Source: an optimization exercise on an open RTL-to-GDS flow (aim: small area, a short achievable clock period and few clock cycles). Production flows keep margins and buffers that such runs may drop.
Only simulation tests tie the RTL to the original design; equivalence was not proved.
Power figures rest on the tool's default switching activity, not on a simulated workload.

## the baseline
==> flow/design.v <==
`default_nettype none
package scc_pkg;
  localparam int unsigned MaxNodes = 64;
  localparam int unsigned MaxArcs  = 512;
  localparam int unsigned NodeW    = $clog2(MaxNodes);
  localparam int unsigned CountW   = $clog2(MaxNodes + 1);
  localparam int unsigned ArcCntW  = $clog2(MaxArcs + 1);
  localparam int unsigned CfgW     = 7;
  localparam int unsigned AddrW    = 3;
  localparam logic [CfgW-1:0] NodeCountReset = CfgW'(MaxNodes);
  typedef logic [MaxNodes-1:0] node_vec_t;
  typedef logic [NodeW-1:0]    node_t;
endpackage
`default_nettype wire
`default_nettype none
module scc_cell (
  input  wire logic h,
  input  wire logic q,
  input  wire logic r,
  input  wire logic n,
  input  wire logic xn,
  input  wire logic yn,
  output logic      d
);
  logic keep_n;
  scc_ao u_ao (.a1(h), .a2(q), .b1(r), .b2(n), .y(keep_n));
  scc_oa u_oa (.a1(xn), .a2(yn), .b1(keep_n), .y(d));
endmodule
module scc_ao (
  input  wire logic a1,
  input  wire logic a2,
  input  wire logic b1,
  input  wire logic b2,
  output logic      y
);
  assign y = !((a1 & a2) | (b1 & b2));
endmodule
module scc_oa (
  input  wire logic a1,
  input  wire logic a2,
  input  wire logic b1,
  output logic      y
);
  assign y = !((a1 | a2) & b1);
endmodule
`default_nettype wire
`default_nettype none
module strongly_connected_components (
  input  wire logic                       clk_i,
  input  wire logic                       rst_ni,
  input  wire logic                       start,
  output logic                            busy,
  input  wire logic                       action_i,
  input  wire logic [scc_pkg::NodeW-1:0]  arc_source_i,
  input  wire logic [scc_pkg::NodeW-1:0]  arc_target_i,
  output logic                            result_valid_o,
  output logic      [scc_pkg::NodeW-1:0]  node_number_o,
  output logic      [scc_pkg::NodeW-1:0]  component_leader_o,
  output logic                            component_end_o,
  output logic                            last_o,
  output logic                            arcs_dropped_o,
  input  wire logic                       psel,
  input  wire logic                       penable,
  input  wire logic                       pwrite,
  input  wire logic [scc_pkg::AddrW-1:0]  paddr,
  input  wire logic [31:0]                pwdata,
  output logic      [31:0]                prdata,
  output logic                            pready
);
  localparam int unsigned N = scc_pkg::MaxNodes;
  typedef logic [N-1:0] vec_t;
  localparam logic [2:0] StIdle  = 3'd0;
  localparam logic [2:0] StClose = 3'd1;
  localparam logic [2:0] StScan  = 3'd2;
  localparam logic [2:0] StDrain = 3'd3;
  localparam logic [2:0] StClear = 3'd4;
  logic [scc_pkg::CfgW-1:0]   node_count_q;
  logic [scc_pkg::CountW-1:0] n_eff;
  logic [scc_pkg::CfgW-1:0] rd_q;
  assign pready = 1'b1;
  assign prdata = {{(32 - scc_pkg::CfgW){1'b0}}, rd_q};
  always_ff @(posedge clk_i) begin
    rd_q <= paddr[scc_pkg::AddrW-1] ? '0 : node_count_q;
  end
  always_ff @(posedge clk_i or negedge rst_ni) begin
    if (!rst_ni) begin
      node_count_q <= scc_pkg::NodeCountReset;
      n_eff        <= scc_pkg::CountW'(N);
    end else if (psel && penable && pwrite && !paddr[scc_pkg::AddrW-1]) begin
      node_count_q <= pwdata[scc_pkg::CfgW-1:0];
      if (pwdata[scc_pkg::CfgW-1:0] == '0) begin
        n_eff <= scc_pkg::CountW'(1);
      end else if (pwdata[scc_pkg::CfgW-1:0] > scc_pkg::CfgW'(N)) begin
        n_eff <= scc_pkg::CountW'(N);
      end else begin
        n_eff <= pwdata[scc_pkg::CountW-1:0];
      end
    end
  end
  logic [2:0] state_q, state_d;
  logic       busy_q;
  logic       rot_q, hold_q, rot_d, hold_d, e_free_d;
  logic [5:0] off_q;
  logic       closing, scanning, clearing, rot, hold;
  assign busy     = busy_q;
  assign closing  = state_q == StClose;
  assign scanning = state_q == StScan;
  assign clearing = state_q == StClear;
  logic                          acc;
  logic                          ld_q, ok_q;
  scc_pkg::node_t                src_q, tgt_q;
  logic [scc_pkg::ArcCntW-1:0]   arc_total_q;
  logic                          ovf_q;
  logic                          full, wr, dropped;
  assign acc     = start && !busy_q;
  assign full    = arc_total_q >= scc_pkg::ArcCntW'(scc_pkg::MaxArcs);
  assign wr      = ld_q && ok_q && !full;
  assign dropped = ld_q && !(ok_q && !full);
  always_ff @(posedge clk_i or negedge rst_ni) begin
    if (!rst_ni) begin
      ld_q <= 1'b0;
    end else begin
      ld_q <= acc && !action_i;
    end
  end
  always_ff @(posedge clk_i) begin
    src_q <= arc_source_i;
    tgt_q <= arc_target_i;
    ok_q  <= scc_pkg::CountW'(arc_source_i) < n_eff && scc_pkg::CountW'(arc_target_i) < n_eff;
  end
  always_ff @(posedge clk_i or negedge rst_ni) begin
    if (!rst_ni) begin
      arc_total_q <= '0;
      ovf_q       <= 1'b0;
    end else if (state_q == StClear) begin
      arc_total_q <= '0;
      ovf_q       <= 1'b0;
    end else begin
      if (wr) begin
        arc_total_q <= arc_total_q + 1'b1;
      end
      if (dropped) begin
        ovf_q <= 1'b1;
      end
    end
  end
  vec_t m_q [N];
  vec_t col0, xsel, ysel, dec_s, dec_t;
  logic pe_q;
  assign dec_s = vec_t'(1) << src_q;
  assign dec_t = vec_t'(1) << tgt_q;
  always_comb begin
    for (int i = 0; i < N; i++) begin
      col0[i] = m_q[i][0];
    end
    for (int i = 0; i < N; i++) begin
      xsel[i] = (wr && dec_s[i]) || (pe_q && m_q[(i + 1) % N][0]);
    end
    ysel = closing ? {m_q[0][0], m_q[0][N-1:1]} : dec_t;
  end
  vec_t m_d [N];
  for (genvar i = 0; i < N; i++) begin : g_row
    for (genvar j = 0; j < N; j++) begin : g_col
      scc_cell u_cell (
        .h  (hold),
        .q  (m_q[i][j]),
        .r  (rot),
        .n  (m_q[(i + 1) % N][(j + 1) % N]),
        .xn (!xsel[i]),
        .yn (!ysel[j]),
        .d  (m_d[i][j])
      );
    end
    always_ff @(posedge clk_i) begin
      m_q[i] <= m_d[i];
    end
  end
  vec_t           asg_q, asg_d, comp, inval, e_q, e2, low;
  scc_pkg::node_t base_q, idx;
  logic           e_free_q, last_comp_q, cap, all_after, comp_single, e_le2;
  always_comb begin
    for (int i = 0; i < N; i++) begin
      inval[i] = scc_pkg::CountW'(i) >= n_eff;
    end
  end
  assign comp        = (m_q[0] & col0 & ~asg_q) | vec_t'(1);
  assign comp_single = (comp & ~vec_t'(1)) == '0;
  assign all_after   = &(asg_q | comp);
  assign cap         = scanning && !asg_q[0] && e_free_q;
  assign rot         = rot_q;
  assign hold        = hold_q;
  assign e_free_d    = cap ? comp_single : e_le2;
  assign rot_d       = state_d == StClose || (state_d == StScan && (asg_d[0] || e_free_d));
  assign hold_d      = !rot_d && state_d != StClear;
  always_comb begin
    vec_t t;
    t = asg_q | (cap ? comp : '0);
    if (closing) begin
      asg_d = inval;
    end else if (scanning && rot) begin
      asg_d = {t[0], t[N-1:1]};
    end else begin
      asg_d = asg_q;
    end
  end
  always_comb begin
    logic below;
    below = 1'b0;
    idx   = '0;
    for (int i = 0; i < N; i++) begin
      low[i] = e_q[i] && !below;
      below  = below || e_q[i];
    end
    for (int i = N - 1; i >= 0; i--) begin
      if (e_q[i]) begin
        idx = scc_pkg::node_t'(i);
      end
    end
    e2 = e_q & ~low;
  end
  always_comb begin
    logic c1 [2*N];   
    logic c2 [2*N];   
    logic c3 [2*N];   
    for (int i = 0; i < N; i++) begin
      c1[N + i] = e_q[i];
      c2[N + i] = 1'b0;
      c3[N + i] = 1'b0;
    end
    for (int i = N - 1; i >= 1; i--) begin
      c1[i] = c1[2*i] || c1[2*i+1];
      c2[i] = c2[2*i] || c2[2*i+1] || (c1[2*i] && c1[2*i+1]);
      c3[i] = c3[2*i] || c3[2*i+1] || (c2[2*i] && c1[2*i+1]) || (c1[2*i] && c2[2*i+1]);
    end
    e_le2 = !c3[1];
  end
  always_comb begin
    state_d = state_q;
    case (state_q)
      StIdle:  if (acc && action_i) state_d = StClose;
      StClose: if (off_q == 6'd63) state_d = StScan;
      StScan:  if (cap && all_after) state_d = StDrain;
      StDrain: if (e_free_q) state_d = StClear;
      StClear: state_d = StIdle;
      default: state_d = StIdle;
    endcase
  end
  always_ff @(posedge clk_i or negedge rst_ni) begin
    if (!rst_ni) begin
      state_q        <= StIdle;
      busy_q         <= 1'b0;
      pe_q           <= 1'b0;
      rot_q          <= 1'b0;
      hold_q         <= 1'b0;
      off_q          <= '0;
      e_q            <= '0;
      e_free_q       <= 1'b1;
      result_valid_o <= 1'b0;
    end else begin
      state_q    <= state_d;
      busy_q     <= state_d != StIdle;
      pe_q       <= state_d == StClose && scc_pkg::CountW'(rot ? off_q + 1'b1 : off_q) < n_eff;
      rot_q      <= rot_d;
      hold_q     <= hold_d;
      if (clearing) begin
        off_q <= '0;
      end else if (rot) begin
        off_q <= off_q + 1'b1;
      end
      e_q            <= cap ? comp : e2;
      e_free_q       <= e_free_d;
      result_valid_o <= e_q != '0;
    end
  end
  always_ff @(posedge clk_i) begin
    asg_q <= asg_d;
    if (cap) begin
      base_q      <= off_q;
      last_comp_q <= all_after;
    end
    if (e_q != '0) begin
      node_number_o      <= base_q + idx;
      component_leader_o <= base_q;
      component_end_o    <= e_free_q;
      last_o             <= e_free_q && last_comp_q;
      arcs_dropped_o     <= ovf_q;
    end
  end
endmodule
`default_nettype wire
Settings: LEC_CHECK=0, CAP_MARGIN=20, CORE_MARGIN=2, CORE_UTILIZATION=45, CTS_CLUSTER_DIAMETER=80, CTS_CLUSTER_SIZE=20, SLEW_MARGIN=20, SYNTH_MEMORY_MAX_BITS=8192; clock period 10.0 ns.
run.sh (not shown) runs the stock make flow with config.mk's settings and CLKGATE_MAP_FILE= SYNTH_SCRIPT=/design/flow/synth_recipe.tcl, a recipe that flattens the netlist after the stock synthesis.
The baseline went all the way through the flow, and no timing, DRC or antenna check failed.
Testbench counts of the baseline, summed over its fixed seeds: cycles 11,447.
Inputs modified between the baseline and the candidate:
==> flow/flow/run.sh (new file) <==
#!/bin/bash
# The standard layout, with the port buffers that buffer_ports inserts made sky130_fd_sc_hd__buf_4
# (instead of the tool's default pick) so that the fixed input and output delays are not followed
# by a slow delay cell. Everything else is the standard flow (standard.sh), unchanged.
set -euo pipefail
export BUFFER_PORTS_ARGS="-buffer_cell sky130_fd_sc_hd__buf_4"
bash standard.sh > standard_flow.log 2>&1
==> flow/standard.sh (new file) <==
#!/bin/bash
# synth_recipe.tcl (not shown) runs the flow's synth.tcl, then flattens the netlist and writes it again
# the make line also repeats each setting of config.mk as NAME=value (left out here)
make -C /OpenROAD-flow-scripts/flow DESIGN_CONFIG=/design/flow/config.mk WORK_HOME=/design/flow/orfs CLKGATE_MAP_FILE= SYNTH_SCRIPT=/design/flow/synth_recipe.tcl "${@:-finish}"
removed: flow/run.sh
Compared to the baseline, the candidate has total half-perimeter wirelength after legalization and detailed placement about 0.35% higher. The power of the baseline and that of the candidate are within noise of each other. The sum of routed wire length over all layers was comparable across the candidate and the baseline. The candidate ends up with a smallest setup slack after layout that is 0.41 ns higher than in the baseline. The register fraction of the total cell area was comparable across the candidate and the baseline.

[static timing again, ports no longer ideal]
The flow's constraints put no driver on any port. The routed layouts listed below were extracted and timed again, unchanged, in two steps. Step 1 (the two cells are an assumption about what drives the block):
set clk [get_ports {clk_i}]
set_driving_cell -lib_cell sky130_fd_sc_hd__clkbuf_16 $clk
set_driving_cell -lib_cell sky130_fd_sc_hd__buf_2 [delete_from_list [all_inputs] $clk]
Step 2 also shifts input and output timing later by t, the mid clock arrival at the registers, as if the neighbouring blocks saw the same clock. Slacks: ideal / step 1 / step 2; pairs: ideal / step 1.
| run | t (ns) | setup slack, ns | latest minus earliest clock arrival (ns) | worst data-port slew with drivers (ns) |
|---|---|---|---|---|
| the baseline | 1.067 | 5.360 / 5.360 / 5.360 | 0.083 / 0.083 | 0.04 |
| the candidate | 1.062 | 5.770 / 5.770 / 5.770 | 0.077 / 0.077 | 0.05 |
After both steps setup and hold are still met in every run listed.
